Background: an optimization exercise with open tools, aiming at small area. Do not read the settings as production practice. Function was checked by simulation only, so behaviour that the tests miss may differ from the original. Power is estimated from default activity; no workload was simulated.

### design/flow/design.v
package branch_predictor_pkg;
    localparam int unsigned XLEN = 32;
endpackage
module bp_g_inv (input logic a, output logic y);
    assign y = !a;
endmodule
module bp_g_nand2 (input logic a, b, output logic y);
    assign y = !(a & b);
endmodule
module bp_g_nor2 (input logic a, b, output logic y);
    assign y = !(a | b);
endmodule
module bp_g_or2 (input logic a, b, output logic y);
    assign y = a | b;
endmodule
module bp_g_and2 (input logic a, b, output logic y);
    assign y = a & b;
endmodule
module bp_g_and3 (input logic a, b, c, output logic y);
    assign y = a & b & c;
endmodule
module bp_g_nand3 (input logic a, b, c, output logic y);
    assign y = !(a & b & c);
endmodule
module bp_g_nand4 (input logic a, b, c, d, output logic y);
    assign y = !(a & b & c & d);
endmodule
module bp_g_or4 (input logic a, b, c, d, output logic y);
    assign y = a | b | c | d;
endmodule
module bp_g_or3 (input logic a, b, c, output logic y);
    assign y = a | b | c;
endmodule
module bp_g_xnor2 (input logic a, b, output logic y);
    assign y = !(a ^ b);
endmodule
module bp_g_a21o (input logic a1, a2, b1, output logic y);
    assign y = (a1 & a2) | b1;
endmodule
module bp_g_and4 (input logic a, b, c, d, output logic y);
    assign y = a & b & c & d;
endmodule
module bp_g_xor2 (input logic a, b, output logic y);
    assign y = a ^ b;
endmodule
module bp_g_a222oi (input logic a1, a2, b1, b2, c1, c2, output logic y);
    assign y = !((a1 & a2) | (b1 & b2) | (c1 & c2));
endmodule
module bp_g_a31oi (input logic a1, a2, a3, b1, output logic y);
    assign y = !((a1 & a2 & a3) | b1);
endmodule
module bp_g_o21a (input logic a1, a2, b1, output logic y);
    assign y = (a1 | a2) & b1;
endmodule
module bp_g_ha (input logic a, b, output logic s, co);
    assign s  = a ^ b;
    assign co = a & b;
endmodule
module bp_sel16 (input logic [15:0] s, input logic [15:0] d, output logic y);
    logic [5:0] n;
    logic       m;
    for (genvar k = 0; k < 5; k++) begin : g_a
        bp_g_a222oi u_a (.a1(s[3*k]), .a2(d[3*k]), .b1(s[3*k+1]), .b2(d[3*k+1]),
                         .c1(s[3*k+2]), .c2(d[3*k+2]), .y(n[k]));
    end
    bp_g_nand2 u_n5 (.a(s[15]), .b(d[15]), .y(n[5]));
    bp_g_and4  u_m  (.a(n[0]), .b(n[1]), .c(n[2]), .d(n[3]), .y(m));
    bp_g_nand3 u_y  (.a(m), .b(n[4]), .c(n[5]), .y(y));
endmodule
module bp_sel16k (input logic [15:0] s, input logic [15:0] d, input logic k, output logic y);
    logic [5:0] n;
    logic       m;
    for (genvar j = 0; j < 5; j++) begin : g_a
        bp_g_a222oi u_a (.a1(s[3*j]), .a2(d[3*j]), .b1(s[3*j+1]), .b2(d[3*j+1]),
                         .c1(s[3*j+2]), .c2(d[3*j+2]), .y(n[j]));
    end
    bp_g_nand2 u_n5 (.a(s[15]), .b(d[15]), .y(n[5]));
    bp_g_and4  u_m  (.a(n[0]), .b(n[1]), .c(n[2]), .d(n[3]), .y(m));
    bp_g_a31oi u_y  (.a1(m), .a2(n[4]), .a3(n[5]), .b1(k), .y(y));
endmodule
module bp_pre4 (input logic [1:0] idx, input logic [1:0] idx_n, input logic en, output logic [3:0] y_n);
    bp_g_nand3 u_0 (.a(idx_n[1]), .b(idx_n[0]), .c(en), .y(y_n[0]));
    bp_g_nand3 u_1 (.a(idx_n[1]), .b(idx[0]),   .c(en), .y(y_n[1]));
    bp_g_nand3 u_2 (.a(idx[1]),   .b(idx_n[0]), .c(en), .y(y_n[2]));
    bp_g_nand3 u_3 (.a(idx[1]),   .b(idx[0]),   .c(en), .y(y_n[3]));
endmodule
module bp_pre4n (input logic [1:0] idx, input logic [1:0] idx_n, output logic [3:0] y_n);
    bp_g_nand2 u_0 (.a(idx_n[1]), .b(idx_n[0]), .y(y_n[0]));
    bp_g_nand2 u_1 (.a(idx_n[1]), .b(idx[0]),   .y(y_n[1]));
    bp_g_nand2 u_2 (.a(idx[1]),   .b(idx_n[0]), .y(y_n[2]));
    bp_g_nand2 u_3 (.a(idx[1]),   .b(idx[0]),   .y(y_n[3]));
endmodule
module bp_dec16 (input logic [3:0] idx, output logic [15:0] oh);
    logic [3:0] idx_n, lo_n, hi_n;
    for (genvar b = 0; b < 4; b++) begin : g_i
        bp_g_inv u_i (.a(idx[b]), .y(idx_n[b]));
    end
    bp_pre4n u_lo (.idx(idx[1:0]), .idx_n(idx_n[1:0]), .y_n(lo_n));
    bp_pre4n u_hi (.idx(idx[3:2]), .idx_n(idx_n[3:2]), .y_n(hi_n));
    for (genvar g = 0; g < 16; g++) begin : g_oh
        bp_g_nor2 u_o (.a(lo_n[g % 4]), .b(hi_n[g / 4]), .y(oh[g]));
    end
endmodule
module bp_udec
(
    input  logic [3:0]  idx,
    input  logic        wr_en,
    input  logic        bht_we,
    input  logic        inv_en,
    output logic [15:0] wr,
    output logic [15:0] bw,
    output logic [15:0] inv_n
);
    logic [3:0] idx_n, lo_n, hw_n, hb_n, hi_n;
    for (genvar b = 0; b < 4; b++) begin : g_i
        bp_g_inv u_i (.a(idx[b]), .y(idx_n[b]));
    end
    bp_pre4n u_lo (.idx(idx[1:0]), .idx_n(idx_n[1:0]), .y_n(lo_n));
    bp_pre4  u_hw (.idx(idx[3:2]), .idx_n(idx_n[3:2]), .en(wr_en),  .y_n(hw_n));
    bp_pre4  u_hb (.idx(idx[3:2]), .idx_n(idx_n[3:2]), .en(bht_we), .y_n(hb_n));
    bp_pre4  u_hi (.idx(idx[3:2]), .idx_n(idx_n[3:2]), .en(inv_en), .y_n(hi_n));
    for (genvar g = 0; g < 16; g++) begin : g_oh
        bp_g_nor2 u_w (.a(lo_n[g % 4]), .b(hw_n[g / 4]), .y(wr[g]));
        bp_g_nor2 u_b (.a(lo_n[g % 4]), .b(hb_n[g / 4]), .y(bw[g]));
        bp_g_or2  u_v (.a(lo_n[g % 4]), .b(hi_n[g / 4]), .y(inv_n[g]));
    end
endmodule
module bp_btb
#(
    parameter int unsigned ENTRIES = 16,
    parameter int unsigned TAG_W   = 26,
    parameter int unsigned XLEN    = 32
)
(
    input  logic               clk,
    input  logic               rst_n,
    input  logic [ENTRIES-1:0] wr_i,      
    input  logic [ENTRIES-1:0] inv_n_i,   
    input  logic               wr_jmp_i,
    input  logic [TAG_W-1:0]   wr_tag_i,
    input  logic [XLEN-1:0]    wr_target_i,
    output logic [ENTRIES-1:0] valid_o,
    output logic [ENTRIES-1:0] jmp_o,
    output logic [TAG_W-1:0][ENTRIES-1:0] tag_o,     
    output logic [XLEN-1:0][ENTRIES-1:0]  target_o   
);
    logic [ENTRIES-1:0] valid_q;
    logic [ENTRIES-1:0] jmp_q;
    logic [TAG_W-1:0]   tag_q [ENTRIES];
    logic [XLEN-1:0]    tgt_q [ENTRIES];
    logic [ENTRIES-1:0] valid_d;
    for (genvar g = 0; g < ENTRIES; g++) begin : g_entry
        bp_g_a21o u_vd (.a1(valid_q[g]), .a2(inv_n_i[g]), .b1(wr_i[g]), .y(valid_d[g]));
        always_ff @(posedge clk or negedge rst_n) begin
            if (!rst_n) begin
                valid_q[g] <= 1'b0;
            end else begin
                valid_q[g] <= valid_d[g];
            end
        end
        always_ff @(posedge clk) begin
            if (wr_i[g]) begin
                jmp_q[g] <= wr_jmp_i;
                tag_q[g] <= wr_tag_i;
                tgt_q[g] <= wr_target_i;
            end
        end
        for (genvar b = 0; b < TAG_W; b++) begin : g_tb
            assign tag_o[b][g] = tag_q[g][b];
        end
        for (genvar b = 0; b < XLEN; b++) begin : g_xb
            assign target_o[b][g] = tgt_q[g][b];
        end
    end
    assign valid_o = valid_q;
    assign jmp_o   = jmp_q;
endmodule
module bp_satcnt
(
    input  logic        clk,
    input  logic        rst_n,
    input  logic        inc,
    output logic [31:0] q
);
    logic [31:0] q_r, d;
    logic [7:0]  n;
    logic [3:0]  g, cin;
    logic        full_n, c0;
    for (genvar k = 0; k < 8; k++) begin : g_n
        bp_g_nand4 u_n (.a(q_r[4*k]), .b(q_r[4*k+1]), .c(q_r[4*k+2]), .d(q_r[4*k+3]), .y(n[k]));
    end
    for (genvar j = 0; j < 4; j++) begin : g_g
        bp_g_nor2 u_g (.a(n[2*j]), .b(n[2*j+1]), .y(g[j]));
    end
    bp_g_nand4 u_full (.a(g[0]), .b(g[1]), .c(g[2]), .d(g[3]), .y(full_n));
    bp_g_and2  u_c0   (.a(inc), .b(full_n), .y(c0));
    assign cin[0] = c0;
    bp_g_and2 u_cin1 (.a(c0), .b(g[0]), .y(cin[1]));
    bp_g_and3 u_cin2 (.a(c0), .b(g[0]), .c(g[1]), .y(cin[2]));
    bp_g_and4 u_cin3 (.a(c0), .b(g[0]), .c(g[1]), .d(g[2]), .y(cin[3]));
    for (genvar j = 0; j < 4; j++) begin : g_blk
        logic [7:0] c;
        assign c[0] = cin[j];
        for (genvar i = 0; i < 7; i++) begin : g_ha
            bp_g_ha u_h (.a(q_r[8*j+i]), .b(c[i]), .s(d[8*j+i]), .co(c[i+1]));
        end
        bp_g_xor2 u_x (.a(q_r[8*j+7]), .b(c[7]), .y(d[8*j+7]));
    end
    always_ff @(posedge clk or negedge rst_n) begin
        if (!rst_n) begin
            q_r <= '0;
        end else begin
            q_r <= d;
        end
    end
    assign q = q_r;
endmodule
module bp_redir
(
    input  logic        clk,
    input  logic        rst_n,
    input  logic        mis,
    input  logic        taken,
    input  logic [31:0] tgt,
    input  logic [31:0] pc,
    output logic [31:0] q
);
    logic [31:0] q_r, d, pc4, dn;
    logic [5:0]  n;
    logic [3:0]  cin;
    logic [1:0]  e;
    logic        sel_t, sel_p, hold;
    assign pc4[1:0] = pc[1:0];
    bp_g_inv u_p2 (.a(pc[2]), .y(pc4[2]));
    for (genvar k = 0; k < 6; k++) begin : g_n
        bp_g_nand4 u_n (.a(pc[4*k+2]), .b(pc[4*k+3]), .c(pc[4*k+4]), .d(pc[4*k+5]), .y(n[k]));
    end
    bp_g_nor2 u_e0 (.a(n[2]), .b(n[3]), .y(e[0]));
    bp_g_nor2 u_e1 (.a(n[4]), .b(n[5]), .y(e[1]));
    assign cin[0] = pc[2];
    bp_g_nor2 u_c1 (.a(n[0]), .b(n[1]), .y(cin[1]));
    bp_g_and2 u_c2 (.a(cin[1]), .b(e[0]), .y(cin[2]));
    bp_g_and3 u_c3 (.a(cin[1]), .b(e[0]), .c(e[1]), .y(cin[3]));
    for (genvar j = 0; j < 4; j++) begin : g_blk
        localparam int LO = (j == 0) ? 3 : 8 * j + 2;
        localparam int HI = (j == 3) ? 31 : 8 * j + 9;
        logic [HI:LO] c;
        assign c[LO] = cin[j];
        for (genvar i = LO; i < HI; i++) begin : g_ha
            bp_g_ha u_h (.a(pc[i]), .b(c[i]), .s(pc4[i]), .co(c[i+1]));
        end
        bp_g_xor2 u_x (.a(pc[HI]), .b(c[HI]), .y(pc4[HI]));
    end
    assign sel_t = mis & taken;
    assign sel_p = mis & !taken;
    assign hold  = !mis;
    for (genvar i = 0; i < 32; i++) begin : g_d
        bp_g_a222oi u_a (.a1(sel_t), .a2(tgt[i]), .b1(sel_p), .b2(pc4[i]),
                         .c1(hold), .c2(q_r[i]), .y(dn[i]));
        bp_g_inv    u_i (.a(dn[i]), .y(d[i]));
    end
    always_ff @(posedge clk or negedge rst_n) begin
        if (!rst_n) begin
            q_r <= '0;
        end else begin
            q_r <= d;
        end
    end
    assign q = q_r;
endmodule
module bp_mis
(
    input  logic        valid,
    input  logic        taken,
    input  logic        pred_taken,
    input  logic [31:0] tgt,
    input  logic [31:0] pred_tgt,
    output logic        mis
);
    logic [31:0] x;
    logic [7:0]  f;
    logic [1:0]  e;
    for (genvar i = 0; i < 32; i++) begin : g_x
        bp_g_xnor2 u_x (.a(tgt[i]), .b(pred_tgt[i]), .y(x[i]));
    end
    for (genvar k = 0; k < 8; k++) begin : g_f
        bp_g_nand4 u_f (.a(x[4*k]), .b(x[4*k+1]), .c(x[4*k+2]), .d(x[4*k+3]), .y(f[k]));
    end
    bp_g_or4 u_e0 (.a(f[0]), .b(f[1]), .c(f[2]), .d(f[3]), .y(e[0]));
    bp_g_or4 u_e1 (.a(f[4]), .b(f[5]), .c(f[6]), .d(f[7]), .y(e[1]));
    assign mis = valid && ((taken != pred_taken) || (taken && (e[0] || e[1])));
endmodule
module bp_bhtnxt (input logic [1:0] cur, input logic taken, output logic [1:0] nxt);
    logic [1:0] c, n;
    assign c = cur ^ 2'b01;
    always_comb begin
        if (taken) begin
            n = (c == 2'b11) ? c : c + 2'd1;
        end else begin
            n = (c == 2'b00) ? c : c - 2'd1;
        end
    end
    assign nxt = n ^ 2'b01;
endmodule
module branch_predictor
#(
    parameter int unsigned XLEN    = branch_predictor_pkg::XLEN,
    parameter int unsigned ENTRIES = 16,
    parameter int unsigned IDX_W   = $clog2(ENTRIES)
)
(
    input  logic            clk,
    input  logic            rst_n,
    input  logic [XLEN-1:0] if_pc,
    output logic            pred_taken,
    output logic [XLEN-1:0] pred_target,
    input  logic            ex_valid,
    input  logic [XLEN-1:0] ex_pc,
    input  logic            ex_is_branch,
    input  logic            ex_is_jump,
    input  logic            ex_taken,
    input  logic [XLEN-1:0] ex_target,
    input  logic            ex_pred_taken,
    input  logic [XLEN-1:0] ex_pred_target,
    output logic            flush,
    output logic [XLEN-1:0] redirect_pc,
    output logic [31:0]     stat_branches,
    output logic [31:0]     stat_mispred
);
    localparam int unsigned TAG_W = XLEN - IDX_W - 2;
    logic [ENTRIES-1:0]              rd_oh, wr_oh, bw_oh, inv_n;
    logic [ENTRIES-1:0]              valid_all, jmp_all;
    logic [TAG_W-1:0][ENTRIES-1:0]   tag_all;
    logic [XLEN-1:0][ENTRIES-1:0]    tgt_all;
    logic [1:0][ENTRIES-1:0]         bht_all;
    logic                            rd_valid, rd_jmp, rd_bht1;
    logic [TAG_W-1:0]                rd_tag, tx;
    logic [5:0]                      tf;
    logic [3:0]                      th;
    logic                            hit_n, pt_n;
    logic                            is_br, wr_en, inv_en, bht_we, mis, br_inc;
    logic [1:0]                      bht_q [ENTRIES];
    logic [1:0]                      bht_cur, bht_nxt;
    logic                            flush_q;
    assign is_br  = ex_is_branch && !ex_is_jump;
    assign wr_en  = ex_valid && (ex_is_jump || (is_br && ex_taken));
    assign inv_en = ex_valid && !ex_is_branch && !ex_is_jump && ex_pred_taken;
    assign bht_we = ex_valid && is_br;
    assign br_inc = ex_valid && (ex_is_branch || ex_is_jump);
    bp_dec16 u_rd_dec (.idx(if_pc[IDX_W+1:2]), .oh(rd_oh));
    bp_udec  u_u_dec  (.idx(ex_pc[IDX_W+1:2]), .wr_en(wr_en), .bht_we(bht_we),
                       .inv_en(inv_en), .wr(wr_oh), .bw(bw_oh), .inv_n(inv_n));
    bp_btb #(
        .ENTRIES (ENTRIES),
        .TAG_W   (TAG_W),
        .XLEN    (XLEN)
    ) u_btb (
        .clk         (clk),
        .rst_n       (rst_n),
        .wr_i        (wr_oh),
        .inv_n_i     (inv_n),
        .wr_jmp_i    (ex_is_jump),
        .wr_tag_i    (ex_pc[XLEN-1:IDX_W+2]),
        .wr_target_i (ex_target),
        .valid_o     (valid_all),
        .jmp_o       (jmp_all),
        .tag_o       (tag_all),
        .target_o    (tgt_all)
    );
    for (genvar g = 0; g < ENTRIES; g++) begin : g_bht_all
        assign bht_all[0][g] = bht_q[g][0];
        assign bht_all[1][g] = bht_q[g][1];
    end
    bp_sel16 u_rv (.s(rd_oh), .d(valid_all),  .y(rd_valid));
    bp_sel16 u_rj (.s(rd_oh), .d(jmp_all),    .y(rd_jmp));
    bp_sel16 u_rb (.s(rd_oh), .d(bht_all[1]), .y(rd_bht1));
    for (genvar b = 0; b < TAG_W; b++) begin : g_rtag
        bp_sel16  u_r (.s(rd_oh), .d(tag_all[b]), .y(rd_tag[b]));
        bp_g_xnor2 u_x (.a(rd_tag[b]), .b(if_pc[IDX_W+2+b]), .y(tx[b]));
    end
    for (genvar k = 0; k < 6; k++) begin : g_tf
        bp_g_nand4 u_f (.a(tx[4*k]), .b(tx[4*k+1]), .c(tx[4*k+2]), .d(tx[4*k+3]), .y(tf[k]));
    end
    for (genvar k = 0; k < 3; k++) begin : g_th
        bp_g_nor2 u_h (.a(tf[2*k]), .b(tf[2*k+1]), .y(th[k]));
    end
    bp_g_and3  u_th3  (.a(tx[24]), .b(tx[25]), .c(rd_valid), .y(th[3]));
    bp_g_nand4 u_hitn (.a(th[0]), .b(th[1]), .c(th[2]), .d(th[3]), .y(hit_n));
    bp_g_nor2 u_ptn (.a(rd_jmp), .b(rd_bht1), .y(pt_n));
    bp_g_nor2 u_pt  (.a(hit_n), .b(pt_n), .y(pred_taken));
    for (genvar b = 0; b < XLEN; b++) begin : g_rtgt
        bp_sel16k u_r (.s(rd_oh), .d(tgt_all[b]), .k(hit_n), .y(pred_target[b]));
    end
    bp_sel16  u_ub0 (.s(bw_oh), .d(bht_all[0]), .y(bht_cur[0]));
    bp_sel16  u_ub1 (.s(bw_oh), .d(bht_all[1]), .y(bht_cur[1]));
    bp_bhtnxt u_bn  (.cur(bht_cur), .taken(ex_taken), .nxt(bht_nxt));
    for (genvar g = 0; g < ENTRIES; g++) begin : g_bht
        always_ff @(posedge clk or negedge rst_n) begin
            if (!rst_n) begin
                bht_q[g] <= 2'b00;
            end else if (bw_oh[g]) begin
                bht_q[g] <= bht_nxt;
            end
        end
    end
    bp_mis u_mis (
        .valid      (ex_valid),
        .taken      (ex_taken),
        .pred_taken (ex_pred_taken),
        .tgt        (ex_target),
        .pred_tgt   (ex_pred_target),
        .mis        (mis)
    );
    always_ff @(posedge clk or negedge rst_n) begin
        if (!rst_n) begin
            flush_q <= 1'b0;
        end else begin
            flush_q <= mis;
        end
    end
    bp_redir u_redir (
        .clk   (clk),
        .rst_n (rst_n),
        .mis   (mis),
        .taken (ex_taken),
        .tgt   (ex_target),
        .pc    (ex_pc),
        .q     (redirect_pc)
    );
    bp_satcnt u_st_br  (.clk(clk), .rst_n(rst_n), .inc(br_inc), .q(stat_branches));
    bp_satcnt u_st_mis (.clk(clk), .rst_n(rst_n), .inc(mis),    .q(stat_mispred));
    assign flush = flush_q;
endmodule
### design/flow/flow/run.sh
#!/bin/bash
# Layout flow: the standard flow (standard.sh, standard synthesis
# unchanged), with two layout choices made through ORFS variables:
#  - port buffers use the smallest buffer cell, sky130_fd_sc_hd__buf_1;
#  - clock tree built from clkbuf_4/clkbuf_8 in clusters of 16 sinks,
#    without dummy balancing loads.
# All tool output goes to flow.log here; ORFS also keeps per-step logs
# under orfs/logs/.
set -euo pipefail
cd "$(dirname "$0")/.."

export BUFFER_PORTS_ARGS="-buffer_cell sky130_fd_sc_hd__buf_1"
export CTS_ARGS="-sink_clustering_enable -repair_clock_nets -dont_use_dummy_load -buf_list {sky130_fd_sc_hd__clkbuf_4 sky130_fd_sc_hd__clkbuf_8} -sink_clustering_size 16 -sink_clustering_max_diameter 60"

bash standard.sh > flow.log 2>&1
### design/flow/standard.sh
#!/bin/bash
# synth_recipe.tcl (not shown) runs the flow's synth.tcl, then flattens the netlist and writes it again
# the make line also repeats each setting of config.mk as NAME=value (left out here)
make -C /OpenROAD-flow-scripts/flow DESIGN_CONFIG=/design/flow/config.mk WORK_HOME=/design/flow/orfs CLKGATE_MAP_FILE= SYNTH_SCRIPT=/design/flow/synth_recipe.tcl "${@:-finish}"
### design/flow/config.mk
export PLATFORM = sky130hd
export DESIGN_NAME = branch_predictor
export DESIGN_NICKNAME = branch_predictor
export VERILOG_FILES = /design/flow/design.v
export SDC_FILE = /design/flow/constraint.sdc
export NUM_CORES = 4
export LEC_CHECK = 0
export CAP_MARGIN = 20
export CORE_MARGIN = 2
export CORE_UTILIZATION = 60
export PLACE_DENSITY = 0.72
export SLEW_MARGIN = 20
export SYNTH_HIERARCHICAL = 1
### design/flow/constraint.sdc
create_clock -name core_clock -period 7.0 [get_ports {clk}]
set_input_delay 1.4000 -clock core_clock [delete_from_list [all_inputs] [get_ports {clk}]]
set_output_delay 1.4000 -clock core_clock [all_outputs]
set_load 0.01 [all_outputs]
==> results of run 1 <==
## cell families after synthesis
group / count (synthesis)
flops: 1089
mux: 32
buf+inv: 45
compound gates: 401
xor+xnor: 70
fa+ha+maj: 82
simple gates: 319
## worst paths after layout
kind	to	from	slack, ps
max in group asynchronous	u_redir.q_r[5]$_DFF_PN0_	rst_n	4650
worst min-delay path	u_btb.valid_q[13]$_DFF_PN0_	u_btb.valid_q[13]$_DFF_PN0_	490
worst min register to register	u_btb.valid_q[13]$_DFF_PN0_	u_btb.valid_q[13]$_DFF_PN0_	490
worst max register to register	u_st_br.q_r[23]$_DFF_PN0_	u_st_br.q_r[7]$_DFF_PN0_	4150
min in group asynchronous	u_st_mis.q_r[11]$_DFF_PN0_	rst_n	800
worst max-delay path	pred_target[30]	if_pc[5]	420
## stage by stage
step,instances,util
after floorplan,2038,-
after global placement,3292,0.657
after detailed placement,3292,0.657
after CTS,3372,0.673
after global routing,3373,0.674
final,3375,0.674
## power groups by stage
stage               Combinational (mW)  Sequential (mW)  Clock (mW)
finish                           0.753             7.36        2.87
global route                     0.809             7.38        3.10
floorplan                        0.319             7.51           0
detailed placement               0.746             7.50           0
CTS                              0.748             7.35        2.91
global placement                 0.717             7.48           0
## modules after synthesis (local to each module, per instance), a selection
module | copies in the design | cells | cell area (um2)
branch_predictor | 1 | 72 | 1270
bp_redir | 1 | 35 | 821
bp_g_xor2 | 12 | 1 | 8.76
bp_g_nand4 | 39 | 1 | 6.26
bp_g_nand3 | 43 | 1 | 5.00
bp_g_nand2 | 75 | 1 | 3.75
bp_g_nor2 | 64 | 1 | 3.75
bp_g_inv | 41 | 1 | 3.75
## cell usage after synthesis (all sizes together), types with 2 or more instances
master  number  area, um2
a31oi       33        206
xnor2       58        508
and4        65        569
buf          2       22.5
o21ai        2       10.0
ha          81       1010
nand3       43        215
xor2        12        105
and3         4       25.0
a222oi     347       3470
or2         16        100
inv         43        161
and2         6       38.8
edfxtp     944      28300
nand4       39        244
nor2        65        244
or4          2       15.0
nand2       75        282
dfrtp      145       3630
a21o        17        129
mux2        32        383
## flip-flops by register name, summed over array words and instances, names as in the netlist
register,count
u_btb.valid_q,16
flush_q,1
u_redir.q_r,32
u_btb.jmp_q,16
u_st_br.q_r,32
u_st_mis.q_r,32
u_btb.tgt_q,512
u_btb.tag_q,416
bht_q,32
## routing by layer
| layer | vias up | part of all wire |
|---|---|---|
| met5 | - | 0.00029 |
| li1 | 9851 | - |
| met3 | 218 | 0.14 |
| met1 | 12200 | 0.36 |
| met2 | 1771 | 0.47 |
| met4 | 6 | 0.032 |
## area by class of cell
| type | count | share of cell area |
|---|---|---|
| flip-flops and latches | 1089 | 0.722 |
| multi-input cells | 904 | 0.177 |
| repair buffers | 392 | 0.0474 |
| clock buffers | 80 | 0.0249 |
| well taps | 864 | 0.0244 |
| inverters | 43 | 0.00364 |
| diodes | 3 | 0.000170 |
==> summary.md, run 1 <==
| Metric | Value |
|---|---|
| Maximum fanout along the worst path | 28 |
| Layout cells sized above 1 | 0.111 |
| Register Area | 0.0320 mm2 |
| Number of buffers created by CTS | 80 |
| GRT met3 Usage | 0.0753 |
| GP Congestion | 0.830 |
| P per Cell Area | 248 mW/mm2 |
| Clock sinks | 1089 |
| Startpoint types | input pin |
| Leakage dissipation | 14.6 nW |
| Count of cell types in the netlist | 32 |
| First-pass GRT wire length | 155000 um |
| Port-buffer cells | 262 |
| Clock Skews | 62.3 ps |
| Combinational power share | 0.069 |
| Multi-input logic area | 0.00786 mm2 |
| Worst Reg2Reg Path Length in Cells | 13 |
| Post-Syn Area | 0.0398 mm2 |
| Post-Synth Adder-Cell Area | 0.0258 |
| Synth Register Bits | 1089 |
| Power share of the clock group | 0.261 |
| Core Box Area | 0.0657 mm2 |
| CP max-delay cell | nor2_4 |
| Psw | 2.43 mW |
| Final WL | 108000 um |
| Worst Hold Class | flop to flop |
| Grt ovf | 0 |
| Max Freq | 152 MHz |
| Dpl cell area | 0.0432 mm2 |
| Hold slack | 493 ps |
| Most frequent cells in the layout | 944 x edfxtp_1, 347 x a222oi_1, 261 x buf_1, 145 x dfrtp_1, 117 x buf_4 |
| Critical Path AT | 5180 ps |
| 1st-iter DRT viols | 4526 |
| Resize count post-CTS | 0 |
| Setup_tns | 0 ps |
| Peak supply drop | 0.172 mV |
| Tightest Pin Transition | 1200 ps |
| Post-synth EDFFs | 944 |
| Clk slew on worst S/H paths | 100 ps |
| Seq pwr share | 0.670 |
| Syn Area/Cell | 19.5 um2 |
| Synth Area in Compound Gates | 0.0963 |
| Final hold vios | 0 |
| Ys async rst share | 0.133 |
| Total iterations of the first detailed-routing run | 11 |
| Final net count | 2726 |
| Design Power | 11.0 mW |
| # IOs | 265 |
| H-tree levels | 3 |
| Fin crit share | 0.941 |
| Met1 Resource Use GR | 0.442 |
| Worst-Skew Late Latency | 700 ps |
| Final ANT Viol Nets | 0 |
| GR peak layer | met2 |
| CTS hold repair buffers | 0 |
| Cells along the critical path | buf_1, inv_1, nand2_1, nor2_4, buf_12, a222oi_1, and4_1, nand3_1, xnor2_1, nand4_1, nor2_1, nand4_1, buf_4, a31oi_1, buf_1 |
| Post-synthesis sequential area ratio | 0.804 |
| Setup Fix Bufs, Post-CTS | 0 |
| Setup CP Type | input pin to output port |
| Post-synthesis mux area share | 0.00963 |
| Syn Inst Count | 2038 |
| Dpl ws | 564 ps |
| Most common cell after layout, fill and taps aside | edfxtp_1 |
| Via density per instance | 7.11 |
| Area Overhead vs Synth | 11.3% |
| Worst path depth | 15 |
| Final setup viols | 0 |
| DRC Markers | 0 |
| Final WS setup | 416 ps |
| Post-DP HPWL | 64500 um |
| Crit end category | output port |
| Critical path's largest stage delay | 810 ps |
| Xor/xnor share of the synthesized area | 0.0154 |
| Largest net degree at the start of global routing | 75 |
| Fillers | 4231 |
| Largest family of logic cells by synthesized area | compound AO/OA/AOI/OAI gates |
| Data required time of the worst path | 5600 ps |
| Family with the most delay on the worst path | simple AND/OR/NAND/NOR gates |
| Die Y | 261 um |
| Unrepaired setup endpoints after global routing | no |
| Vias in the first global route | 23600 |
| Starting density of the core | 0.605 |
| Post-route cell area | 0.0443 mm2 |
| MaxCap Viol Count | 0 |
| Syn_nets | 2254 |
| Yosys warns | 14 |
| Die ar. | 0.0684 mm2 |
| WP buf/inv | 5 |
| Wire length per cell | 32.0 um |
| Min Tclk post-route | 6580 ps |
| Die X | 261 um |
| Max clock buf depth | 3 |
| Placement Rows | 94 |
| Vias | 24000 |
| CTS tree | yes |
| Outcome | timing/DRC/antenna clean |
| Hold path cells | 1 |
| Initial antenna violation count | 6 |
| Slew headroom | 0.199 |
| Top FF cell, synth | edfxtp_1 |
| Root Driver | clkbuf_8 |
| Total track usage | 0.316 |
| Fin. max-slew vios | 0 |
| Met2 Use GR | 0.495 |
| Int Power | 8.54 mW |
| Synth Area in Simple Gates | 0.0444 |
| Sw Share | 0.222 |
==> inputs of run 2 (changes only) <==
--- a/design/flow/flow/run.sh
+++ b/design/flow/flow/run.sh
@@ -10,6 +10,6 @@
 cd "$(dirname "$0")/.."
 
 export BUFFER_PORTS_ARGS="-buffer_cell sky130_fd_sc_hd__buf_1"
-export CTS_ARGS="-sink_clustering_enable -repair_clock_nets -dont_use_dummy_load -buf_list {sky130_fd_sc_hd__clkbuf_4 sky130_fd_sc_hd__clkbuf_8} -sink_clustering_size 16 -sink_clustering_max_diameter 60"
+export CTS_ARGS="-sink_clustering_enable -repair_clock_nets -dont_use_dummy_load -buf_list {sky130_fd_sc_hd__clkbuf_4} -sink_clustering_size 10 -sink_clustering_max_diameter 40"
 
 bash standard.sh > flow.log 2>&1
--- a/design/flow/config.mk
+++ b/design/flow/config.mk
@@ -7,7 +7,6 @@
 export LEC_CHECK = 0
 export CAP_MARGIN = 20
 export CORE_MARGIN = 2
-export CORE_UTILIZATION = 60
-export PLACE_DENSITY = 0.72
+export CORE_UTILIZATION = 40
 export SLEW_MARGIN = 20
 export SYNTH_HIERARCHICAL = 1
==> summary.md, run 2 <==
| Metric | Value |
|---|---|
| # IOs | 265 (unchanged) |
| Area Overhead vs Synth | 12.7% |
| Leading registers by flop count | u_btb.tgt_q: 512 flops, u_btb.tag_q: 416 flops |
| Data required time of the worst path | 5600 ps (about the same) |
| Max layer used | met5 |
| Port-buffer cells | 262 (unchanged) |
| Final net count | 2769 (+1.6%) |
| Initial antenna violation count | 11 (+5) |
| Starting density of the core | 0.404 (-0.201) |
| DRT met1 WL | 44100 um (+13%) |
| Yosys warns | 14 (unchanged) |
| Synth Register Bits | 1089 (unchanged) |
| Layout cells sized above 1 | 0.126 (+0.0150) |
| Non-Filler Instances | 3842 (+14%) |
| Vias in the first global route | 24000 (+2.0%) |
| Number of buffers created by CTS | 147 (+84%) |
| Dpl cell area | 0.0437 mm2 (+1.3%) |
| Final core utilization | 0.456 (-0.218) |
| Post-synthesis sequential area ratio | 0.804 (unchanged) |
| Setup CP Type | input pin to output port |
| Post-Syn Area | 0.0398 mm2 (unchanged) |
| Critical Path AT | 5190 ps (about the same) |
| MaxCap Viol Count | 0 (unchanged) |
| Clock sinks | 1089 (unchanged) |
| Grt ovf | 0 (unchanged) |
| Synth area leaders | edfxtp_1 71%, dfrtp_1 9.1%, a222oi_1 8.7% |
| Worst r2r src | u_st_br.q_r[15]$_DFF_PN0_ |
| Placement Rows | 115 (+22%) |
| Syn_nets | 2254 (unchanged) |
| CTS tree | yes |
| Final WL | 112000 um (+4.0%) |
| Reg-to-reg setup timing slack | 4120 ps (-30 ps) |
| Clock Skews | 108 ps (+45.7 ps) |
| Fillers | 8517 (+100%) |
| P per Cell Area | 245 mW/mm2 (-1.0%) |
| Total track usage | 0.218 (-0.0982) |
| Top reg by flops | u_btb.tgt_q |
| Tightest Pin Transition | 1230 ps (+31.9 ps) |
| Vias | 23800 (-0.97%) |
| Syn Area/Cell | 19.5 um2 (unchanged) |
| Fin. max-slew vios | 0 (unchanged) |
| Syn Inst Count | 2038 (unchanged) |
| 1st-iter DRT viols | 3878 (-14%) |
| DRC Markers | 0 (unchanged) |
| CTS hold repair buffers | 0 (unchanged) |
| Setup Fix Bufs, Post-CTS | 0 (unchanged) |
| Ys async rst share | 0.133 (unchanged) |
| Die ar. | 0.102 mm2 (+49%) |
| Most frequent cells in the layout | 944 x edfxtp_1, 347 x a222oi_1, 261 x buf_1, 148 x clkbuf_4, 145 x dfrtp_1 |
| Setup_tns | 0 ps (unchanged) |
| Met3 wire length | 13500 um (-10%) |
| Max Freq | 152 MHz (about the same) |
| Max clock buf depth | 3 (unchanged) |
| Final hold vios | 0 (unchanged) |
| Worst-Skew Late Latency | 1020 ps (+320 ps) |
| Most frequent cells after synthesis | 944 x edfxtp_1, 347 x a222oi_1, 145 x dfrtp_1, 81 x ha_1, 75 x nand2_1 |
| Final ANT Viol Nets | 0 (unchanged) |
| Count of cell types in the netlist | 32 (unchanged) |
| Final WS setup | 411 ps (-4.82 ps) |
| Core Box Area | 0.0984 mm2 (+50%) |
| Count leader, synth | edfxtp_1 |
| Design Power | 11.0 mW (+0.19%) |
| Leakage dissipation | 14.6 nW (about the same) |
| Startpoint types | input pin |
| Synth top area share | 0.713 (unchanged) |
| Post-synth top area cell | edfxtp_1 |
| Min Tclk post-route | 6590 ps (+4.82 ps) |
| Max reg flops | 512 (unchanged) |
| Hold slack | 322 ps (-171 ps) |
| Via density per instance | 6.19 (-13%) |
| Dpl cells | 3691 (+12%) |
| Unrepaired setup endpoints after global routing | no |
| Maximum fanout along the worst path | 21 (-25%) |
| Clk slew on worst S/H paths | 110 ps (about the same) |
| Post-route cell area | 0.0448 mm2 (+1.2%) |
| Most common cell after layout, fill and taps aside | edfxtp_1 |
| Wire length per cell | 29.3 um (-8.7%) |
| Final setup viols | 0 (unchanged) |
| Slew headroom | 0.177 (-0.0213) |
| Worst Hold Class | input pin to async pin |
| First-pass GRT wire length | 161000 um (+4.0%) |
| Reg-to-reg endpoint | u_st_br.q_r[31]$_DFF_PN0_ |
| Post-synth EDFFs | 944 (unchanged) |
| Dpl ws | 409 ps (-156 ps) |
| Top FF cell, synth | edfxtp_1 |
| Worst Reg2Reg Path Length in Cells | 13 (unchanged) |
| Peak supply drop | 0.170 mV (-1.2%) |
| Die Y | 319 um (+22%) |
| Outcome | timing/DRC/antenna clean |
| Root Driver | clkbuf_4 |
| GP Congestion | 0.801 (-3.5%) |
| Crit end category | output port |
| Met2 wire len | 51900 um (+2.5%) |
| Die X | 319 um (+22%) |
| Post-DP HPWL | 65900 um (+2.2%) |
| Resize count post-CTS | 0 (unchanged) |
| Largest net degree at the start of global routing | 73 (-2.7%) |
| Total iterations of the first detailed-routing run | 7 (-4) |
| H-tree levels | 4 (+1) |
| Fin crit share | 0.941 (about the same) |
-- run 2: worst max path at each step --
stage                           end  slack (ps)  depth (start not counted)     start
global route        pred_target[26]         330                         15  if_pc[5]
detailed placement  pred_target[26]         410                         15  if_pc[5]
finish              pred_target[26]         410                         15  if_pc[5]
global placement    pred_target[26]         460                         15  if_pc[5]
CTS                 pred_target[26]         380                         15  if_pc[5]
floorplan            pred_target[0]          30                         11  if_pc[5]
-- run 2: cells by family (layout without fill, tap and decap cells) --
| group | count (synthesis) | in the layout | share of synthesized area |
|---|---|---|---|
| adders and majority gates | 82 | 82 | 0.0258 |
| xor gates and xnor gates | 70 | 70 | 0.0154 |
| AOI/OAI and AO/OA | 401 | 401 | 0.0963 |
| muxes | 32 | 32 | 0.00963 |
| other | 0 | 4 | 0 |
| buffers and inverters | 45 | 558 | 0.00462 |
| and+or+nand+nor | 319 | 319 | 0.0444 |
| DFF | 1089 | 1089 | 0.804 |
-- run 2: metal layers --
metal  vias to the layer above  track usage
met5                         -            0
met4                         6       0.0667
met3                       185       0.0613
met2                      1418        0.341
met1                     12200        0.297
li1                      10000            -
-- run 2: worst max-delay path, stage by stage --
cell and delay, ps:
buf_1 140, inv_1 70, nand2_1 300, nor2_4 180, buf_4 300, a222oi_1 390
and4_1 430, nand3_1 150, xnor2_1 160, nand4_1 210, nor2_1 310, nand4_1 260
buf_4 330, a31oi_1 350, buf_1 200
-- run 2: final cells by class --
type	count	area [um2]	share of cell area
clock buffer	147	1100	0.0246
tap	1287	1610	0.0359
sequential	1089	32000	0.713
timing repair buffer	368	2110	0.0471
inverter	43	161	0.00360
antenna	4	10.0	0.000223
multi-input combinational	904	7860	0.175
-- run 2: power breakdown --
| group | internal [mW] | switching, mW | leakage (nW) |
|---|---|---|---|
| combinational | 0.265 | 0.491 | 3.58 |
| clock | 0.964 | 1.93 | 0.676 |
| sequential | 7.25 | 0.101 | 10.4 |
-- run 2: Yosys stat by module (local to each module, per instance), a selection --
module | flops+latches | area (um2)
bp_redir | 32 | 821
branch_predictor | 33 | 1270
bp_g_a31oi | 0 | 6.26
bp_g_nand4 | 0 | 6.26
bp_g_xor2 | 0 | 8.76
bp_g_nand3 | 0 | 5.00
bp_g_and3 | 0 | 6.26
bp_g_and2 | 0 | 6.26
bp_g_nor2 | 0 | 3.75
bp_g_ha | 0 | 12.5
bp_bhtnxt | 0 | 28.8
bp_g_and4 | 0 | 8.76
==> inputs of run 3 (changes only) <==
--- a/design/flow/design.v
+++ b/design/flow/design.v
@@ -34,8 +34,8 @@
 module bp_g_xnor2 (input logic a, b, output logic y);
     assign y = !(a ^ b);
 endmodule
-module bp_g_a21o (input logic a1, a2, b1, output logic y);
-    assign y = (a1 & a2) | b1;
+module bp_g_a221o (input logic a1, a2, b1, b2, c1, output logic y);
+    assign y = (a1 & a2) | (b1 & b2) | c1;
 endmodule
 module bp_g_and4 (input logic a, b, c, d, output logic y);
     assign y = a & b & c & d;
@@ -109,20 +109,20 @@
     input  logic        inv_en,
     output logic [15:0] wr,
     output logic [15:0] bw,
-    output logic [15:0] inv_n
+    output logic [3:0]  lo_n,
+    output logic [3:0]  inv_hi_n
 );
-    logic [3:0] idx_n, lo_n, hw_n, hb_n, hi_n;
+    logic [3:0] idx_n, hw_n, hb_n;
     for (genvar b = 0; b < 4; b++) begin : g_i
         bp_g_inv u_i (.a(idx[b]), .y(idx_n[b]));
     end
     bp_pre4n u_lo (.idx(idx[1:0]), .idx_n(idx_n[1:0]), .y_n(lo_n));
     bp_pre4  u_hw (.idx(idx[3:2]), .idx_n(idx_n[3:2]), .en(wr_en),  .y_n(hw_n));
     bp_pre4  u_hb (.idx(idx[3:2]), .idx_n(idx_n[3:2]), .en(bht_we), .y_n(hb_n));
-    bp_pre4  u_hi (.idx(idx[3:2]), .idx_n(idx_n[3:2]), .en(inv_en), .y_n(hi_n));
+    bp_pre4  u_hi (.idx(idx[3:2]), .idx_n(idx_n[3:2]), .en(inv_en), .y_n(inv_hi_n));
     for (genvar g = 0; g < 16; g++) begin : g_oh
         bp_g_nor2 u_w (.a(lo_n[g % 4]), .b(hw_n[g / 4]), .y(wr[g]));
         bp_g_nor2 u_b (.a(lo_n[g % 4]), .b(hb_n[g / 4]), .y(bw[g]));
-        bp_g_or2  u_v (.a(lo_n[g % 4]), .b(hi_n[g / 4]), .y(inv_n[g]));
     end
 endmodule
 module bp_btb
@@ -135,7 +135,8 @@
     input  logic               clk,
     input  logic               rst_n,
     input  logic [ENTRIES-1:0] wr_i,      
-    input  logic [ENTRIES-1:0] inv_n_i,   
+    input  logic [3:0]         inv_lo_n_i,  
+    input  logic [3:0]         inv_hi_n_i,  
     input  logic               wr_jmp_i,
     input  logic [TAG_W-1:0]   wr_tag_i,
     input  logic [XLEN-1:0]    wr_target_i,
@@ -150,7 +151,8 @@
     logic [XLEN-1:0]    tgt_q [ENTRIES];
     logic [ENTRIES-1:0] valid_d;
     for (genvar g = 0; g < ENTRIES; g++) begin : g_entry
-        bp_g_a21o u_vd (.a1(valid_q[g]), .a2(inv_n_i[g]), .b1(wr_i[g]), .y(valid_d[g]));
+        bp_g_a221o u_vd (.a1(valid_q[g]), .a2(inv_lo_n_i[g % 4]), .b1(valid_q[g]),
+                         .b2(inv_hi_n_i[g / 4]), .c1(wr_i[g]), .y(valid_d[g]));
         always_ff @(posedge clk or negedge rst_n) begin
             if (!rst_n) begin
                 valid_q[g] <= 1'b0;
@@ -328,7 +330,8 @@
     output logic [31:0]     stat_mispred
 );
     localparam int unsigned TAG_W = XLEN - IDX_W - 2;
-    logic [ENTRIES-1:0]              rd_oh, wr_oh, bw_oh, inv_n;
+    logic [ENTRIES-1:0]              rd_oh, wr_oh, bw_oh;
+    logic [3:0]                      inv_lo_n, inv_hi_n;
     logic [ENTRIES-1:0]              valid_all, jmp_all;
     logic [TAG_W-1:0][ENTRIES-1:0]   tag_all;
     logic [XLEN-1:0][ENTRIES-1:0]    tgt_all;
@@ -349,7 +352,8 @@
     assign br_inc = ex_valid && (ex_is_branch || ex_is_jump);
     bp_dec16 u_rd_dec (.idx(if_pc[IDX_W+1:2]), .oh(rd_oh));
     bp_udec  u_u_dec  (.idx(ex_pc[IDX_W+1:2]), .wr_en(wr_en), .bht_we(bht_we),
-                       .inv_en(inv_en), .wr(wr_oh), .bw(bw_oh), .inv_n(inv_n));
+                       .inv_en(inv_en), .wr(wr_oh), .bw(bw_oh),
+                       .lo_n(inv_lo_n), .inv_hi_n(inv_hi_n));
     bp_btb #(
         .ENTRIES (ENTRIES),
         .TAG_W   (TAG_W),
@@ -358,7 +362,8 @@
         .clk         (clk),
         .rst_n       (rst_n),
         .wr_i        (wr_oh),
-        .inv_n_i     (inv_n),
+        .inv_lo_n_i  (inv_lo_n),
+        .inv_hi_n_i  (inv_hi_n),
         .wr_jmp_i    (ex_is_jump),
         .wr_tag_i    (ex_pc[XLEN-1:IDX_W+2]),
         .wr_target_i (ex_target),
--- a/design/flow/flow/run.sh
+++ b/design/flow/flow/run.sh
@@ -10,6 +10,6 @@
 cd "$(dirname "$0")/.."
 
 export BUFFER_PORTS_ARGS="-buffer_cell sky130_fd_sc_hd__buf_1"
-export CTS_ARGS="-sink_clustering_enable -repair_clock_nets -dont_use_dummy_load -buf_list {sky130_fd_sc_hd__clkbuf_4} -sink_clustering_size 10 -sink_clustering_max_diameter 40"
+export CTS_ARGS="-sink_clustering_enable -repair_clock_nets -dont_use_dummy_load -buf_list {sky130_fd_sc_hd__clkbuf_8} -sink_clustering_size 20 -sink_clustering_max_diameter 40"
 
 bash standard.sh > flow.log 2>&1
--- a/design/flow/config.mk
+++ b/design/flow/config.mk
@@ -7,6 +7,7 @@
 export LEC_CHECK = 0
 export CAP_MARGIN = 20
 export CORE_MARGIN = 2
-export CORE_UTILIZATION = 40
+export CORE_UTILIZATION = 75
+export PLACE_DENSITY = 0.85
 export SLEW_MARGIN = 20
 export SYNTH_HIERARCHICAL = 1
==> summary.md, run 3 <==
| Metric | Value |
|---|---|
| Outcome | timing/DRC/antenna clean |
| Top FF cell, synth | edfxtp_1 |
| Synth Register Bits | 1089 (unchanged) |
| MaxCap Viol Count | 0 (unchanged) |
| Final net count | 2700 (-2.5%) |
| Worst Hold Class | flop to flop |
| Syn_nets | 2238 (-0.71%) |
| Clock sinks | 1089 (unchanged) |
| Synth top area share | 0.714 (+0.00108) |
| Wire length per cell | 34.2 um (+17%) |
| GP Congestion | 0.833 (+4.0%) |
| Placement Rows | 84 (-27%) |
| Ys async rst share | 0.133 (unchanged) |
| Post-DP HPWL | 62100 um (-5.6%) |
| Setup Fix Bufs, Post-CTS | 0 (unchanged) |
| # IOs | 265 (unchanged) |
| Clk slew on worst S/H paths | 80 ps (-30 ps) |
| Post-synth EDFFs | 944 (unchanged) |
| Setup CP Type | input pin to output port |
| Fin. max-slew vios | 0 (unchanged) |
| Crit end category | output port |
| Fin crit share | 0.950 (+0.00899) |
| 1st-iter DRT viols | 5959 (+54%) |
| Max clock buf depth | 3 (unchanged) |
| CP max-delay cell | a222oi_1 |
| Max Freq | 150 MHz (-0.95%) |
| Final WL | 108000 um (-3.5%) |
| Post-synthesis sequential area ratio | 0.805 (+0.00122) |
| Post-Syn Area | 0.0397 mm2 (-0.15%) |
| Top reg by flops | u_btb.tgt_q |
| Final setup viols | 0 (unchanged) |
| Leading registers by flop count | u_btb.tgt_q: 512 flops, u_btb.tag_q: 416 flops |
| Dpl ws | 527 ps (+119 ps) |
| P per Cell Area | 256 mW/mm2 (+4.3%) |
| Final WS setup | 348 ps (-63.0 ps) |
| Area Overhead vs Synth | 11.9% |
| Startpoint types | input pin |
| Count leader, synth | edfxtp_1 |
| Clock Skews | 57.6 ps (-50.4 ps) |
| Synth area leaders | edfxtp_1 71%, dfrtp_1 9.1%, a222oi_1 8.7% |
| Syn Inst Count | 2022 (-0.79%) |
| Count of cell types in the netlist | 31 (-3.1%) |
| WP buf/inv | 5 (unchanged) |
| Max reg flops | 512 (unchanged) |
| Resize count post-CTS | 0 (unchanged) |
| Total iterations of the first detailed-routing run | 12 (+5) |
| CTS hold repair buffers | 0 (unchanged) |
| Starting density of the core | 0.757 (+0.353) |
| Via density per instance | 7.87 (+27%) |
| Tightest Pin Transition | 1230 ps (-7.47 ps) |
| Family with the most delay on the worst path | simple AND/OR/NAND/NOR gates |
| Initial antenna violation count | 3 (-8) |
| Leakage dissipation | 14.6 nW (-0.37%) |
| Grt ovf | 0 (unchanged) |
| Core Box Area | 0.0524 mm2 (-47%) |
| First-pass GRT wire length | 156000 um (-3.1%) |
| H-tree levels | 3 (-1) |
| Setup_tns | 0 ps (unchanged) |
| Die ar. | 0.0548 mm2 (-46%) |
| Min Tclk post-route | 6650 ps (+63.0 ps) |
| Cells along the critical path | buf_1, inv_1, nand2_1, nor2_4, buf_4, a222oi_1, and4_1, nand3_1, xnor2_1, nand4_1, nor2_1, nand4_1, buf_4, a31oi_1, buf_1 |
| Port-buffer cells | 262 (unchanged) |
| Number of buffers created by CTS | 110 (-25%) |
| Vias in the first global route | 25000 (+4.1%) |
| Data required time of the worst path | 5600 ps (about the same) |
| DRC Markers | 0 (unchanged) |
| Most common cell after layout, fill and taps aside | edfxtp_1 |
| Unrepaired setup endpoints after global routing | no |
| Root Driver | clkbuf_8 |
| Vias | 25000 (+5.1%) |
| Post-synth top area cell | edfxtp_1 |
| Largest net degree at the start of global routing | 65 (-11%) |
| Critical Path AT | 5250 ps (+60 ps) |
| Slew headroom | 0.181 (+0.00304) |
| Syn Area/Cell | 19.6 um2 (+0.64%) |
| Layout cells sized above 1 | 0.108 (-0.0178) |
| Peak supply drop | 0.179 mV (+5.2%) |
| Critical path's largest stage delay | 550 ps (+120 ps) |
| Die Y | 234 um (-27%) |
| Total track usage | 0.401 (+0.183) |
| Most frequent cells after synthesis | 944 x edfxtp_1, 347 x a222oi_1, 145 x dfrtp_1, 81 x ha_1, 75 x nand2_1 |
| Yosys warns | 14 (unchanged) |
| Final ANT Viol Nets | 0 (unchanged) |
| Die X | 234 um (-27%) |
| Most frequent cells in the layout | 944 x edfxtp_1, 347 x a222oi_1, 261 x buf_1, 145 x dfrtp_1, 110 x clkbuf_8 |
| CTS tree | yes |
| Maximum fanout along the worst path | 24 (+14%) |
| Worst-Skew Late Latency | 750 ps (-270 ps) |
| Final hold vios | 0 (unchanged) |
-- run 3: cell types whose count changed in the layout (fill, tap and decap cells not counted), moves of 7 or more --
cell and change:
a21o_1 -16, buf_16 +7, clkbuf_8 +110, or2_1 -16, buf_4 -21, a221o_1 +16
clkbuf_4 -147
-- run 3: per-module statistics from Yosys (local to each module, per instance), a selection --
module	times used	cell area (um2)
branch_predictor	1	1270
bp_g_xnor2	58	8.76
bp_satcnt	2	801
bp_g_nand4	39	6.26
bp_g_ha	81	12.5
bp_g_and2	5	6.26
bp_g_a221o	16	10.0
bp_mis	1	15.0
-- run 3: cell type report --
class                   count  area (um2)
diodes                      4        10.0
clock buffers             110        1510
fillers                  2193        8010
inverters                  43         161
multi-input cells         888        7800
flip-flops and latches   1089       32000
well taps                 688         861
repair buffers            352        2120
-- run 3: logic make-up (layout without fill, tap and decap cells) --
kind of cell,count (synthesis),count (layout),synth area share
other,0,4,0
XOR/XNOR,70,70,0.0154
flip-flops,1089,1089,0.805
buffers and inverters,45,505,0.00463
multiplexers,32,32,0.00964
AND/OR/NAND/NOR,303,303,0.0420
adder cells (fa/ha/maj),82,82,0.0258
AO/OA/AOI/OAI,401,401,0.0975
-- run 3: path summary, 6_finish.rpt --
path                                            from                         end  slack [ps]  cells after the start
setup / recovery                            if_pc[5]             pred_target[29]         350                     15
hold / removal             u_st_br.q_r[15]$_DFF_PN0_   u_st_br.q_r[15]$_DFF_PN0_         500                      1
setup reg to reg           u_st_mis.q_r[7]$_DFF_PN0_  u_st_mis.q_r[15]$_DFF_PN0_        4090                     13
hold reg to reg            u_st_br.q_r[15]$_DFF_PN0_   u_st_br.q_r[15]$_DFF_PN0_         500                      1
max in group asynchronous                      rst_n   u_st_br.q_r[12]$_DFF_PN0_        4870                      2
min in group asynchronous                      rst_n  u_st_mis.q_r[31]$_DFF_PN0_         710                      1
-- run 3: routing by layer --
layer	GRT usage	wire, um
met1	0.528	33100
met4	0.198	5000
met5	0	138
met2	0.610	50900
met3	0.137	19300
-- run 3: report_power, final --
part / switching [mW] / internal, mW
clock: 1.91 / 1.39
combinational: 0.489 / 0.244
sequential: 0.0988 / 7.24
total: 2.50 / 8.87
-- run 3: per-stage QoR --
| step | cell area, um2 | std cells | hold slack [ps] | utilization | power, mW |
|---|---|---|---|---|---|
| 3_5_place_dp | 42700 | 3053 | 480 | 0.815 | 8.17 |
| 5_1_grt | 44400 | 3171 | 521 | 0.847 | 11.7 |
| 4_1_cts | 44200 | 3163 | 499 | 0.844 | 11.3 |
| 3_3_place_gp | 42700 | 3050 | 478 | 0.813 | 8.11 |
| 2_1_floorplan | 39700 | 2022 | 480 | - | 7.77 |
| 6_report | 44400 | 3174 | 498 | 0.847 | 11.4 |
-- run 3: worst reg2reg max path, cell delays in order, from the launching register on --
cell and delay (ps):
dfrtp_1 410, nand4_1 110, nor2_1 260, nand4_1 140, and2_1 200, and2_1 190, ha_1 190, ha_1 180
ha_1 190, ha_1 200, ha_1 180, ha_1 170, ha_1 180, xor2_1 160
==> inputs of run 4 (changes only) <==
--- a/design/flow/flow/run.sh
+++ b/design/flow/flow/run.sh
@@ -10,6 +10,6 @@
 cd "$(dirname "$0")/.."
 
 export BUFFER_PORTS_ARGS="-buffer_cell sky130_fd_sc_hd__buf_1"
-export CTS_ARGS="-sink_clustering_enable -repair_clock_nets -dont_use_dummy_load -buf_list {sky130_fd_sc_hd__clkbuf_8} -sink_clustering_size 20 -sink_clustering_max_diameter 40"
+export CTS_ARGS="-sink_clustering_enable -repair_clock_nets -dont_use_dummy_load -buf_list {sky130_fd_sc_hd__clkbuf_4 sky130_fd_sc_hd__clkbuf_8} -sink_clustering_size 18 -sink_clustering_max_diameter 60"
 
 bash standard.sh > flow.log 2>&1
==> summary.md, run 4 <==
| Metric | Value |
|---|---|
| Outcome | timing/DRC/antenna clean |
| Synth top area share | 0.714 (unchanged) |
| Critical Path AT | 5280 ps (+30 ps) |
| HP Start | u_st_br.q_r[15]$_DFF_PN0_ |
| Post-synth EDFFs | 944 (unchanged) |
| Clock Skews | 28.2 ps (-29.4 ps) |
| Syn Inst Count | 2022 (unchanged) |
| Final core utilization | 0.837 (-0.0103) |
| Ys async rst share | 0.133 (unchanged) |
| Post-route cell area | 0.0439 mm2 (-1.2%) |
| Most frequent cells in the layout | 944 x edfxtp_1, 347 x a222oi_1, 261 x buf_1, 145 x dfrtp_1, 81 x ha_1 |
| Fin crit share | 0.954 (+0.00397) |
| P per Cell Area | 245 mW/mm2 (-4.2%) |
| Leading registers by flop count | u_btb.tgt_q: 512 flops, u_btb.tag_q: 416 flops |
| Dpl cell area | 0.0427 mm2 (unchanged) |
| Slew headroom | 0.193 (+0.0122) |
| Post-synthesis sequential area ratio | 0.805 (unchanged) |
| Syn Area/Cell | 19.6 um2 (unchanged) |
| Max clock buf depth | 3 (unchanged) |
| Die ar. | 0.0548 mm2 (unchanged) |
| Vias | 24500 (-1.9%) |
| Initial antenna violation count | 6 (+3) |
| Maximum fanout along the worst path | 24 (unchanged) |
| Resize count post-CTS | 0 (unchanged) |
| Final hold vios | 0 (unchanged) |
| Clock sinks | 1089 (unchanged) |
| Post-DP HPWL | 62100 um (unchanged) |
| GP Congestion | 0.833 (unchanged) |
| Starting density of the core | 0.757 (unchanged) |
| Vias in the first global route | 24500 (-2.1%) |
| Die X | 234 um (unchanged) |
| Post-Syn Area | 0.0397 mm2 (unchanged) |
| Die Y | 234 um (unchanged) |
| Number of buffers created by CTS | 71 (-35%) |
| Placement Rows | 84 (unchanged) |
| Post-synth top area cell | edfxtp_1 |
| Worst Hold Class | flop to flop |
| Tightest Pin Transition | 1210 ps (-18.3 ps) |
| Final WL | 106000 um (-2.4%) |
| Grt ovf | 0 (unchanged) |
| Crit end category | output port |
| Area Overhead vs Synth | 10.5% |
| Fin. max-slew vios | 0 (unchanged) |
| Final ANT Viol Nets | 0 (unchanged) |
| First-pass GRT wire length | 152000 um (-2.7%) |
| Non-Filler Instances | 3134 (-1.3%) |
| Yosys warns | 14 (unchanged) |
| Dpl cells | 3053 (unchanged) |
| Setup_tns | 0 ps (unchanged) |
| Most frequent cells after synthesis | 944 x edfxtp_1, 347 x a222oi_1, 145 x dfrtp_1, 81 x ha_1, 75 x nand2_1 |
| Setup CP Type | input pin to output port |
| Max Freq | 150 MHz (-0.42%) |
| Root Driver | clkbuf_8 |
| Port-buffer cells | 262 (unchanged) |
| Worst-Skew Late Latency | 680 ps (-70 ps) |
| Peak supply drop | 0.215 mV (+20%) |
| Core Box Area | 0.0524 mm2 (unchanged) |
| DRC Markers | 0 (unchanged) |
| Synth area leaders | edfxtp_1 71%, dfrtp_1 9.1%, a222oi_1 8.7% |
| Synth Register Bits | 1089 (unchanged) |
| Min Tclk post-route | 6680 ps (+27.8 ps) |
| Worst r2r src | u_st_mis.q_r[7]$_DFF_PN0_ |
| # IOs | 265 (unchanged) |
| Data required time of the worst path | 5600 ps (about the same) |
| Startpoint types | input pin |
| Final net count | 2661 (-1.4%) |
| H-tree levels | 3 (unchanged) |
| MaxCap Viol Count | 0 (unchanged) |
| Hold slack | 502 ps (+3.79 ps) |
| 1st-iter DRT viols | 5515 (-7.5%) |
| Top FF cell, synth | edfxtp_1 |
| Max reg flops | 512 (unchanged) |
| CTS tree | yes |
| Syn_nets | 2238 (unchanged) |
| Unrepaired setup endpoints after global routing | no |
| Count of cell types in the netlist | 31 (unchanged) |
| Most common cell after layout, fill and taps aside | edfxtp_1 |
| Via density per instance | 7.82 (-0.67%) |
| CTS hold repair buffers | 0 (unchanged) |
| Clk slew on worst S/H paths | 100 ps (+20 ps) |
| Leakage dissipation | 14.3 nW (-1.9%) |
| Setup Fix Bufs, Post-CTS | 0 (unchanged) |
| Top reg by flops | u_btb.tgt_q |
| Fillers | 2323 (+5.9%) |
| Critical path origin | if_pc[5] |
| Layout cells sized above 1 | 0.0941 (-0.0142) |
| Largest net degree at the start of global routing | 65 (unchanged) |
| Final setup viols | 0 (unchanged) |
| Total track usage | 0.389 (-0.0122) |
| Total iterations of the first detailed-routing run | 10 (-2) |
| Wire length per cell | 33.8 um (-1.1%) |
| Count leader, synth | edfxtp_1 |
run 4: changes by cell type in the layout (fill, tap and decap cells not counted), sizes merged:
cell,change
clkbuf,-39
diode,-1
run 4: cells by family (layout without fill, tap and decap cells):
group | after synthesis | in the layout | share of synthesized area
multiplexers | 32 | 32 | 0.00964
adder cells (fa/ha/maj) | 82 | 82 | 0.0258
buffers and inverters | 45 | 466 | 0.00463
AO/OA/AOI/OAI | 401 | 401 | 0.0975
other | 0 | 3 | 0
flip-flops | 1089 | 1089 | 0.805
AND/OR/NAND/NOR | 303 | 303 | 0.0420
XOR/XNOR | 70 | 70 | 0.0154
run 4: metrics by stage:
stage	power, mW	worst slack (ps)
after floorplan	7.77	33.9
after global placement	8.11	797
final	10.8	320
after global routing	11.0	202
after CTS	10.7	449
after detailed placement	8.17	527
run 4: worst paths after layout:
kind                       slack, ps  depth (start not counted)                         end
max                              320                         15             pred_target[29]
min                              500                          1   u_st_br.q_r[15]$_DFF_PN0_
max reg2reg                     4100                         13  u_st_mis.q_r[23]$_DFF_PN0_
min reg2reg                      500                          1   u_st_br.q_r[15]$_DFF_PN0_
max in group asynchronous       4880                          2   u_redir.q_r[20]$_DFF_PN0_
min in group asynchronous        770                          1  u_st_mis.q_r[27]$_DFF_PN0_
run 4: cell type report:
class	count	area (um2)	share of cell area
tap	688	861	0.0196
clock buffer	71	977	0.0223
inverter	43	161	0.00368
antenna	3	7.51	0.000171
sequential	1089	32000	0.728
multi-input combinational	888	7800	0.178
timing repair buffer	352	2120	0.0482
run 4: critical path, stage by stage:
cell and delay, ps:
buf_1 170, inv_1 90, nand2_1 330, nor2_4 180, buf_4 300, a222oi_1 470
and4_1 260, nand3_1 210, xnor2_1 240, nand4_1 110, nor2_1 360, nand4_1 210
buf_4 320, a31oi_1 400, buf_1 210
run 4: metal layers:
layer / global-route usage / wire (um) / up-vias
met3: 0.120 / 18100 / 380
met2: 0.603 / 50000 / 2448
met1: 0.517 / 32700 / 11900
met4: 0.178 / 4990 / 8
met5: 0 / 50 / -
li1: - / - / 9745
run 4: power by group:
group          internal, mW  switching (mW)
clock                 0.918            1.78
sequential             7.23          0.0964
combinational         0.244           0.482
run 4: Yosys stat by module (local to each module, per instance), a selection:
module	cells	area (um2)	copies in the design	flip-flops and latches
bp_g_nand3	1	5.00	43	0
bp_g_a222oi	1	10.0	347	0
bp_bhtnxt	4	28.8	1	0
bp_g_nand2	1	3.75	75	0
bp_g_and2	1	6.26	5	0
bp_g_a31oi	1	6.26	32	0
==> inputs of run 5 (changes only) <==
--- a/design/flow/flow/run.sh
+++ b/design/flow/flow/run.sh
@@ -10,6 +10,6 @@
 cd "$(dirname "$0")/.."
 
 export BUFFER_PORTS_ARGS="-buffer_cell sky130_fd_sc_hd__buf_1"
-export CTS_ARGS="-sink_clustering_enable -repair_clock_nets -dont_use_dummy_load -buf_list {sky130_fd_sc_hd__clkbuf_4 sky130_fd_sc_hd__clkbuf_8} -sink_clustering_size 18 -sink_clustering_max_diameter 60"
+export CTS_ARGS="-sink_clustering_enable -repair_clock_nets -dont_use_dummy_load -buf_list {sky130_fd_sc_hd__clkbuf_4 sky130_fd_sc_hd__clkbuf_8} -sink_clustering_size 16 -sink_clustering_max_diameter 60"
 
 bash standard.sh > flow.log 2>&1
==> summary.md, run 5 <==
| Metric | Value |
|---|---|
| Outcome | timing/DRC/antenna clean |
| Post-Syn Area | 0.0397 mm2 (unchanged) |
| Sw Share | 0.220 (+0.000637) |
| WHS Endpoint | u_st_br.q_r[15]$_DFF_PN0_ |
| Critical path's largest stage delay | 450 ps (-20 ps) |
| MaxCap Viol Count | 0 (unchanged) |
| DRC Markers | 0 (unchanged) |
| Max clock buf depth | 3 (unchanged) |
| Final WS setup | 333 ps (+12.5 ps) |
| Count leader, synth | edfxtp_1 |
| Post-DP HPWL | 62100 um (unchanged) |
| Synth Register Bits | 1089 (unchanged) |
| WP buf/inv | 5 (unchanged) |
| Wire length per cell | 33.7 um (-0.21%) |
| Leading registers by flop count | u_btb.tgt_q: 512 flops, u_btb.tag_q: 416 flops |
| Reg-to-reg setup timing slack | 4090 ps (about the same) |
| Final setup viols | 0 (unchanged) |
| Cells along the critical path | buf_1, inv_1, nand2_1, nor2_4, buf_12, a222oi_1, and4_1, nand3_1, xnor2_1, nand4_1, nor2_1, nand4_1, buf_4, a31oi_1, buf_1 |
| Min Tclk post-route | 6670 ps (-12.5 ps) |
| Dpl cell area | 0.0427 mm2 (unchanged) |
| Die Y | 234 um (unchanged) |
| GR peak layer | met2 |
| Critical Path AT | 5270 ps (about the same) |
| Final hold vios | 0 (unchanged) |
| Synth top area share | 0.714 (unchanged) |
| Resize count post-CTS | 0 (unchanged) |
| Post-route cell area | 0.0440 mm2 (+0.20%) |
| Clk slew on worst S/H paths | 70 ps (-30 ps) |
| Initial antenna violation count | 2 (-4) |
| Syn Area/Cell | 19.6 um2 (unchanged) |
| Worst-Skew Late Latency | 690 ps (about the same) |
| CP max-delay cell | a222oi_1 |
| Crit end category | output port |
| 1st-iter DRT viols | 5383 (-2.4%) |
| Tightest Pin Transition | 1200 ps (-6.90 ps) |
| GP Congestion | 0.833 (unchanged) |
| HP Start | u_st_br.q_r[15]$_DFF_PN0_ |
| Final core utilization | 0.839 (+0.00165) |
| Combinational power share | 0.067 (about the same) |
| Placement Rows | 84 (unchanged) |
| Worst Hold Class | flop to flop |
| Worst Reg2Reg Path Length in Cells | 13 (unchanged) |
| Design Power | 10.9 mW (+1.1%) |
| P per Cell Area | 247 mW/mm2 (+0.89%) |
| Port-buffer cells | 262 (unchanged) |
| Int Power | 8.48 mW (+1.0%) |
| Total track usage | 0.390 (+0.000824) |
| Hold path cells | 1 (unchanged) |
| Ys async rst share | 0.133 (unchanged) |
| Met2 Use GR | 0.595 (-0.00765) |
| Power share of the clock group | 0.259 (+0.008) |
| Dpl ws | 527 ps (unchanged) |
| Seq pwr share | 0.674 (-0.007) |
| Psw | 2.39 mW (+1.4%) |
| Grt ovf | 0 (unchanged) |
| # IOs | 265 (unchanged) |
| H-tree levels | 3 (unchanged) |
| Setup Fix Bufs, Post-CTS | 0 (unchanged) |
| Synth area leaders | edfxtp_1 71%, dfrtp_1 9.1%, a222oi_1 8.7% |
| Syn Inst Count | 2022 (unchanged) |
| Slew headroom | 0.197 (+0.00461) |
| Syn_nets | 2238 (unchanged) |
| Post-synth EDFFs | 944 (unchanged) |
| Met1 Resource Use GR | 0.526 (+0.00927) |
| Maximum fanout along the worst path | 25 (+4.2%) |
| Vias in the first global route | 24500 (+0.049%) |
| Number of buffers created by CTS | 78 (+9.9%) |
| Most frequent cells after synthesis | 944 x edfxtp_1, 347 x a222oi_1, 145 x dfrtp_1, 81 x ha_1, 75 x nand2_1 |
| Post-synthesis sequential area ratio | 0.805 (unchanged) |
| Most frequent cells in the layout | 944 x edfxtp_1, 347 x a222oi_1, 261 x buf_1, 145 x dfrtp_1, 81 x ha_1 |
| Post-synth top area cell | edfxtp_1 |
## run 5: cell counts after synthesis
No cell type changed its count.
## run 5: logic make-up after synthesis
| logic type | Yosys count | synth area share |
|---|---|---|
| XOR/XNOR | 70 | 0.0154 |
| buffers and inverters | 45 | 0.00463 |
| flip-flops | 1089 | 0.805 |
| AND/OR/NAND/NOR | 303 | 0.0420 |
| AO/OA/AOI/OAI | 401 | 0.0975 |
| multiplexers | 32 | 0.00964 |
| adder cells (fa/ha/maj) | 82 | 0.0258 |
## run 5: through the flow
step	hold slack, ps	instances
floorplan	480	2022
global placement	478	3050
detailed placement	480	3053
CTS	498	3131
global route	529	3139
finish	500	3140
## run 5: layer usage
layer	share of wire	vias to the layer above
met5	0.000085	-
met1	0.32	12000
met3	0.17	366
met4	0.046	2
li1	-	9767
met2	0.47	2523
## run 5: worst max-delay path by stage
stage,endpoint,slack (ps),cells past startpoint
finish,pred_target[26],330,15
global route,pred_target[29],310,15
CTS,pred_target[26],510,15
detailed placement,pred_target[26],530,15
global placement,pred_target[26],800,15
floorplan,pred_target[0],30,11
## run 5: per-module statistics from Yosys, one instance, submodules excluded, excerpt
module,area (um2),flip-flops and latches,cells inside
bp_g_nand3,5.00,0,1
bp_g_xnor2,8.76,0,1
bp_redir,821,32,35
bp_bhtnxt,28.8,0,4
bp_g_ha,12.5,0,1
bp_g_nor2,3.75,0,1
branch_predictor,1270,33,72
bp_g_xor2,8.76,0,1
bp_g_or4,7.51,0,1
bp_g_a221o,10.0,0,1
bp_g_a31oi,6.26,0,1
bp_satcnt,801,32,32
## run 5: final cells by class
cell class / instances / area [um2]
sequential: 1089 / 32000
fill: 2297 / 8460
timing repair buffer: 352 / 2110
antenna: 2 / 5.00
tap: 688 / 861
inverter: 43 / 161
clock buffer: 78 / 1070
multi-input combinational: 888 / 7800
## run 5: power groups by stage
stage / sequential (mW) / clock [mW] / combinational, mW
global route: 7.34 / 3.05 / 0.770
global placement: 7.45 / 0 / 0.661
detailed placement: 7.47 / 0 / 0.702
floorplan: 7.47 / 0 / 0.300
CTS: 7.32 / 2.81 / 0.705
finish: 7.32 / 2.82 / 0.725

static timing again, ports no longer ideal:
The results above use ideal ports. As a check the final layouts listed here were re-extracted and re-timed, cells and wires unchanged. Step 1, drivers: a clkbuf_16 drives clk and a buf_2 each remaining input, both assumed. Step 2 moves the port delays by t, midway between the first and last clock arrival at a register: inputs arrive t later, outputs are due t later. That takes back most of the time a late clock gives input paths. Three values: ideal, step 1, step 2; two values: the first two.
| run | t (ns) | setup WS [ns] | slew at the worst register clock pin (ns) | worst slew at a driven data input, ns |
|---|---|---|---|---|
| run 1 | 0.746 | 0.416 / 0.380 / 0.380 | 0.10 / 0.10 | 0.08 |
| run 2 | 1.052 | 0.411 / 0.357 / 0.357 | 0.12 / 0.12 | 0.11 |
| run 3 | 0.771 | 0.348 / 0.316 / 0.316 | 0.11 / 0.11 | 0.11 |
| run 4 | 0.732 | 0.320 / 0.288 / 0.288 | 0.11 / 0.11 | 0.11 |
| run 5 | 0.748 | 0.333 / 0.298 / 0.298 | 0.11 / 0.11 | 0.12 |
After both steps every run listed still meets setup and hold. For run 2, which loses most, drivers alone change the setup slack by -0.054 ns; drivers and shift together by -0.054 ns.
